This design comes from an exercise in tuning for small area on the open sky130 flow, not from production work.
Function was checked by simulation only, so behaviour that the tests miss may differ from the original.
No activity file was given, so power comes from the tool's default toggle rates.

==> flow/design.v (excerpt) <==
module dwconv_bias_buffer_pp #(
  parameter int CH = 32,
  parameter int DW = 16
) (
  input  logic                    clk,
  input  logic                    rst_n,
  input  logic                    load_en,
  input  logic                    in_valid,
  input  logic [DW-1:0]           in_data,
  output logic                    in_ready,
  input  logic                    reload,
  output logic                    load_done,
  input  logic                    r_en,
  output logic [CH*DW-1:0]        bias_out,
  output logic                    bias_valid,
  input  logic                    swap,
  output logic                    active_bank
);
==> flow/config.mk <==
export PLATFORM = sky130hd
export DESIGN_NAME = dwconv_bias_buffer_pp
export DESIGN_NICKNAME = dwconv_bias_buffer_pp
export VERILOG_FILES = /design/flow/design.v
export SDC_FILE = /design/flow/constraint.sdc
export NUM_CORES = 4
export LEC_CHECK = 0
export CAP_MARGIN = 5
export CORE_MARGIN = 2
export CORE_UTILIZATION = 75
export PLACE_DENSITY = 0.85
export SLEW_MARGIN = 5
==> flow/constraint.sdc <==
create_clock -name core_clock -period 4.0 [get_ports {clk}]
set_input_delay 0.8000 -clock core_clock [delete_from_list [all_inputs] [get_ports {clk}]]
set_output_delay 0.8000 -clock core_clock [all_outputs]
set_load 0.01 [all_outputs]
standard.sh (not shown) runs the stock make flow with config.mk's settings and CLKGATE_MAP_FILE= SYNTH_SCRIPT=/design/flow/synth_recipe.tcl, a recipe that flattens the netlist after the stock synthesis.
==> flow/flow/run.sh <==
#!/bin/bash
# Own layout flow: the standard flow (standard.sh), with three changes to
# how the layout is made:
#   * synthesis: the same script (synth_recipe.tcl), but ABC maps with an
#     area-oriented script (flow/abc_area_nf.script) instead of the speed one;
#     registers are untouched (ABC only maps the combinational logic);
#   * port buffers: sky130_fd_sc_hd__buf_1 instead of the default choice;
#   * CTS: clkbuf_4 tree, smaller sink clusters, no dummy loads.
#   * floorplan: ABC buffers removed instead of a timing repair there (the
#     unbuffered area mapping has large-fanout nets that placement buffers).
# Every make step writes its own log under orfs/logs/; make's own output goes
# to flow_make.log here.
set -euo pipefail
W=$(pwd)

cp "$W/flow/abc_area_nf.script" "$W/abc_area_nf.script"
{
  echo "proc abc {args} {"
  echo "  set i [lsearch -exact \$args -script]"
  echo "  if {\$i >= 0} { lset args [expr {\$i + 1}] $W/abc_area_nf.script }"
  echo "  yosys abc {*}\$args"
  echo "}"
  cat "$W/synth_recipe.tcl"
} > "$W/my_synth.tcl"

sed "s#SYNTH_SCRIPT=$W/synth_recipe.tcl#SYNTH_SCRIPT=$W/my_synth.tcl#" standard.sh > my_standard.sh
grep -q "SYNTH_SCRIPT=$W/my_synth.tcl" my_standard.sh

bash my_standard.sh \
  REMOVE_ABC_BUFFERS=1 \
  BUFFER_PORTS_ARGS="-buffer_cell sky130_fd_sc_hd__buf_1" \
  CTS_ARGS="$(cat "$W/flow/cts_args.txt")" \
  finish > "$W/flow_make.log" 2>&1
==> flow/flow/abc_area_nf.script <==
&get -n
&st
&dch
&nf -a
&put
==> flow/flow/cts_args.txt <==
-sink_clustering_enable -repair_clock_nets -dont_use_dummy_load -buf_list sky130_fd_sc_hd__clkbuf_4 -sink_clustering_size 10 -sink_clustering_max_diameter 40
The starting point passed the timing, DRC and antenna checks.
Then changed:
- CAP_MARGIN: 5 -> 20
- CORE_UTILIZATION: 75 -> 65
- PLACE_DENSITY: 0.85 -> 0.75
- SLEW_MARGIN: 5 -> 20
Via count fell by 2.4%; global-route usage fell by 4.3 points; routed wire length fell by 0.76%; worst setup slack gains 0.072 ns; fmax rose by 2.0%; final area rose by 0.75%.

* * *

Setup of v31:
Starting RTL as in the previous note.
Design dwconv_bias_buffer_pp, start of the top module:
module dwconv_bias_buffer_pp #(
  parameter int CH = 32,
  parameter int DW = 16
) (
  input  logic                    clk,
  input  logic                    rst_n,
  input  logic                    load_en,
  input  logic                    in_valid,
  input  logic [DW-1:0]           in_data,
  output logic                    in_ready,
  input  logic                    reload,
  output logic                    load_done,
  input  logic                    r_en,
  output logic [CH*DW-1:0]        bias_out,
  output logic                    bias_valid,
  input  logic                    swap,
  output logic                    active_bank
);
==> flow/config.mk <==
export PLATFORM = sky130hd
export DESIGN_NAME = dwconv_bias_buffer_pp
export DESIGN_NICKNAME = dwconv_bias_buffer_pp
export VERILOG_FILES = /design/flow/design.v
export SDC_FILE = /design/flow/constraint.sdc
export NUM_CORES = 4
export LEC_CHECK = 0
export CAP_MARGIN = 20
export CORE_MARGIN = 2
export CORE_UTILIZATION = 40
export SLEW_MARGIN = 20
==> flow/constraint.sdc <==
create_clock -name core_clock -period 4.0 [get_ports {clk}]
set_input_delay 0.8000 -clock core_clock [delete_from_list [all_inputs] [get_ports {clk}]]
set_output_delay 0.8000 -clock core_clock [all_outputs]
set_load 0.01 [all_outputs]
==> flow/flow/run.sh <==
#!/bin/bash
# Own layout flow: the standard flow (standard.sh), with three changes to
# how the layout is made:
#   * synthesis: the same script (synth_recipe.tcl), but ABC maps with an
#     area-oriented script (flow/abc_area_nf.script) instead of the speed one;
#     registers are untouched (ABC only maps the combinational logic);
#   * port buffers: sky130_fd_sc_hd__buf_1 instead of the default choice;
#   * CTS: clkbuf_8 tree, smaller sink clusters, no dummy loads.
#   * floorplan: ABC buffers removed instead of a timing repair there (the
#     unbuffered area mapping has large-fanout nets that placement buffers).
# Every make step writes its own log under orfs/logs/; make's own output goes
# to flow_make.log here.
set -euo pipefail
W=$(pwd)

cp "$W/flow/abc_area_nf.script" "$W/abc_area_nf.script"
{
  echo "proc abc {args} {"
  echo "  set i [lsearch -exact \$args -script]"
  echo "  if {\$i >= 0} { lset args [expr {\$i + 1}] $W/abc_area_nf.script }"
  echo "  yosys abc {*}\$args"
  echo "}"
  cat "$W/synth_recipe.tcl"
} > "$W/my_synth.tcl"

sed "s#SYNTH_SCRIPT=$W/synth_recipe.tcl#SYNTH_SCRIPT=$W/my_synth.tcl#" standard.sh > my_standard.sh
grep -q "SYNTH_SCRIPT=$W/my_synth.tcl" my_standard.sh

bash my_standard.sh \
  REMOVE_ABC_BUFFERS=1 \
  BUFFER_PORTS_ARGS="-buffer_cell sky130_fd_sc_hd__buf_1" \
  CTS_ARGS="$(cat "$W/flow/cts_args.txt")" \
  finish > "$W/flow_make.log" 2>&1
==> flow/flow/cts_args.txt <==
-sink_clustering_enable -repair_clock_nets -dont_use_dummy_load -buf_list sky130_fd_sc_hd__clkbuf_8 -sink_clustering_size 16 -sink_clustering_max_diameter 60
Scripts as last shown in full above: flow/flow/abc_area_nf.script
What v51 does differently from v31 at the input level:
# v31
export LEC_CHECK = 0
export CAP_MARGIN = 20
export CORE_MARGIN = 2
export CORE_UTILIZATION = 40
export SLEW_MARGIN = 20
create_clock -name core_clock -period 4.0 [get_ports {clk}]
# v51
export LEC_CHECK = 0
export CAP_MARGIN = 5
export CORE_MARGIN = 2
export CORE_UTILIZATION = 75
export PLACE_DENSITY = 0.85
export SLEW_MARGIN = 5
create_clock -name core_clock -period 4.0 [get_ports {clk}]
Notes after the runs:
v51 vs v31: total power down
v51 — non-clock buffer count 4.3% lower, v31 as reference
Side by side, total routed wirelength turned out lower in v51 than in v31.
The lower maximum cell stage delay along the critical path of v31 and v51 is in v51.
Detailed-placement wirelength estimate: v31 and v51 compared, higher one is v31
Re worst setup slack for register-to-register paths: v51 is 0.02 ns down on v31.
Worst hold slack: v51 vs v31 up 0.062 ns
### v51 -> v7
# v51
export LEC_CHECK = 0
export CAP_MARGIN = 5
export CORE_MARGIN = 2
export CORE_UTILIZATION = 75
export PLACE_DENSITY = 0.85
export SLEW_MARGIN = 5
create_clock -name core_clock -period 4.0 [get_ports {clk}]
# v7
export LEC_CHECK = 0
export CAP_MARGIN = 5
export CORE_MARGIN = 2
export CORE_UTILIZATION = 85
export PLACE_DENSITY = 0.92
export SLEW_MARGIN = 5
create_clock -name core_clock -period 4.0 [get_ports {clk}]
Findings:
- v7: it failed during global routing, and the tool reported GRT-0232.
- Of v7 and v51, the lower detailed placement HPWL belongs to v51.
- The pre-CTS worst setup slack number comes out lower for v7 vs v51.
- Sort v7 and v51 by number of rows created at floorplan desc -> top: v51
- On number of placed instances, taps included, the lower figure sits with v7, not v51.
The inputs of v6 differ from those of v7 as listed below.
# v7
export LEC_CHECK = 0
export CAP_MARGIN = 5
export CORE_MARGIN = 2
export CORE_UTILIZATION = 85
export PLACE_DENSITY = 0.92
export SLEW_MARGIN = 5
create_clock -name core_clock -period 4.0 [get_ports {clk}]
# v6
export LEC_CHECK = 0
export CAP_MARGIN = 20
export CORE_MARGIN = 2
export CORE_UTILIZATION = 65
export PLACE_DENSITY = 0.75
export SLEW_MARGIN = 20
create_clock -name core_clock -period 4.0 [get_ports {clk}]
[summary]
Every stage of the flow completed for v6, and the final layout passed the timing, DRC and antenna checks. Min floorplan die width across v7 and v6: v7. Of v7 and v6, v7 shows the lower cell area reported after detailed placement, with v6 above it. Die extent in y ends up higher on v6. [compare] base=v7 new=v6: post-DP HPWL moved down; cell count after placement rose by 4.9%; floorplan row count now sits higher; simple logic cell fraction of the synthesized area held steady. Comparing v7 against v6, there is no change at all in port buffer count. On v6: effective utilization at floorplan is 21 points lower than what v7 gave.
Relative to v6, the following input files were edited for v32:
# v6
export LEC_CHECK = 0
export CAP_MARGIN = 20
export CORE_MARGIN = 2
export CORE_UTILIZATION = 65
export PLACE_DENSITY = 0.75
export SLEW_MARGIN = 20
create_clock -name core_clock -period 4.0 [get_ports {clk}]
# v32
export LEC_CHECK = 0
export CAP_MARGIN = 20
export CORE_MARGIN = 2
export CORE_UTILIZATION = 75
export PLACE_DENSITY = 0.85
export SLEW_MARGIN = 20
create_clock -name core_clock -period 4.0 [get_ports {clk}]
-- flow/flow/run.sh --
<<< v6, line 6
#     registers are untouched (ABC only maps the combinational logic);
#   * port buffers: sky130_fd_sc_hd__buf_1 instead of the default choice;
#   * CTS: clkbuf_8 tree, smaller sink clusters, no dummy loads.
#   * floorplan: ABC buffers removed instead of a timing repair there (the
#     unbuffered area mapping has large-fanout nets that placement buffers).
>>> v32, line 6
#     registers are untouched (ABC only maps the combinational logic);
#   * port buffers: sky130_fd_sc_hd__buf_1 instead of the default choice;
#   * CTS: clkbuf_4 tree, smaller sink clusters, no dummy loads.
#   * floorplan: ABC buffers removed instead of a timing repair there (the
#     unbuffered area mapping has large-fanout nets that placement buffers).
==> flow/flow/cts_args.txt <==
-sink_clustering_enable -repair_clock_nets -dont_use_dummy_load -buf_list sky130_fd_sc_hd__clkbuf_4 -sink_clustering_size 10 -sink_clustering_max_diameter 40
Results
- Comparing v6 and v32, the higher number of standard cells in the layout, taps in and fillers out is on v6.
- Higher core region area was reported by v6, not v32.
- Taking v6 as the reference, in v32 hold slack lost 0.092 ns, number of instances on the worst hold path picked up an extra 1.
- Fraction of power spent switching nets ended up 0.84 points higher on v32 than on v6.
- v32 vs. v6: total wirelength of the detailed-routed design increased by 2.1% relative to the old numbers, insertion delay of the later-clocked pin in the worst-skew pair increased by 0.32 ns relative to the old numbers, total power of the final layout decreased by 300 uW relative to the old numbers, met3 wirelength from detailed routing increased by 2100 um relative to the old numbers, number of global-route vias before repair increased by about 3.5% relative to the old numbers.

[re-timing with driven ports]
The flow's constraints put no driver on any port. The routed layouts listed below were extracted and timed again, unchanged, in two steps.
Step 1 (the two cells are an assumption about what drives the block):
set clk [get_ports {clk}]
set_driving_cell -lib_cell sky130_fd_sc_hd__clkbuf_16 $clk
set_driving_cell -lib_cell sky130_fd_sc_hd__buf_2 [delete_from_list [all_inputs] $clk]
Step 2 also shifts input and output timing later by t, the mid clock arrival at the registers, as if the neighbouring blocks saw the same clock.
a / b / c = no drivers / after step 1 / after step 2; a / b = the first two.
run	shift t [ns]	setup slack, ns	worst setup path at the end	latest minus earliest clock arrival (ns)
the first run of note 1	1.089	0.269 / 0.203 / 1.203	input to register	0.069 / 0.069
the second run of note 1	1.086	0.340 / 0.277 / 0.968	input to register	0.118 / 0.118
v31	0.827	0.501 / 0.434 / 1.089	input to register	0.083 / 0.082
v51	0.777	0.562 / 0.500 / 1.132	input to register	0.034 / 0.034
v6	0.783	0.456 / 0.389 / 0.970	input to register	0.059 / 0.058
v32	1.089	0.269 / 0.203 / 1.203	input to register	0.069 / 0.069
After both steps every run listed still meets setup and hold.
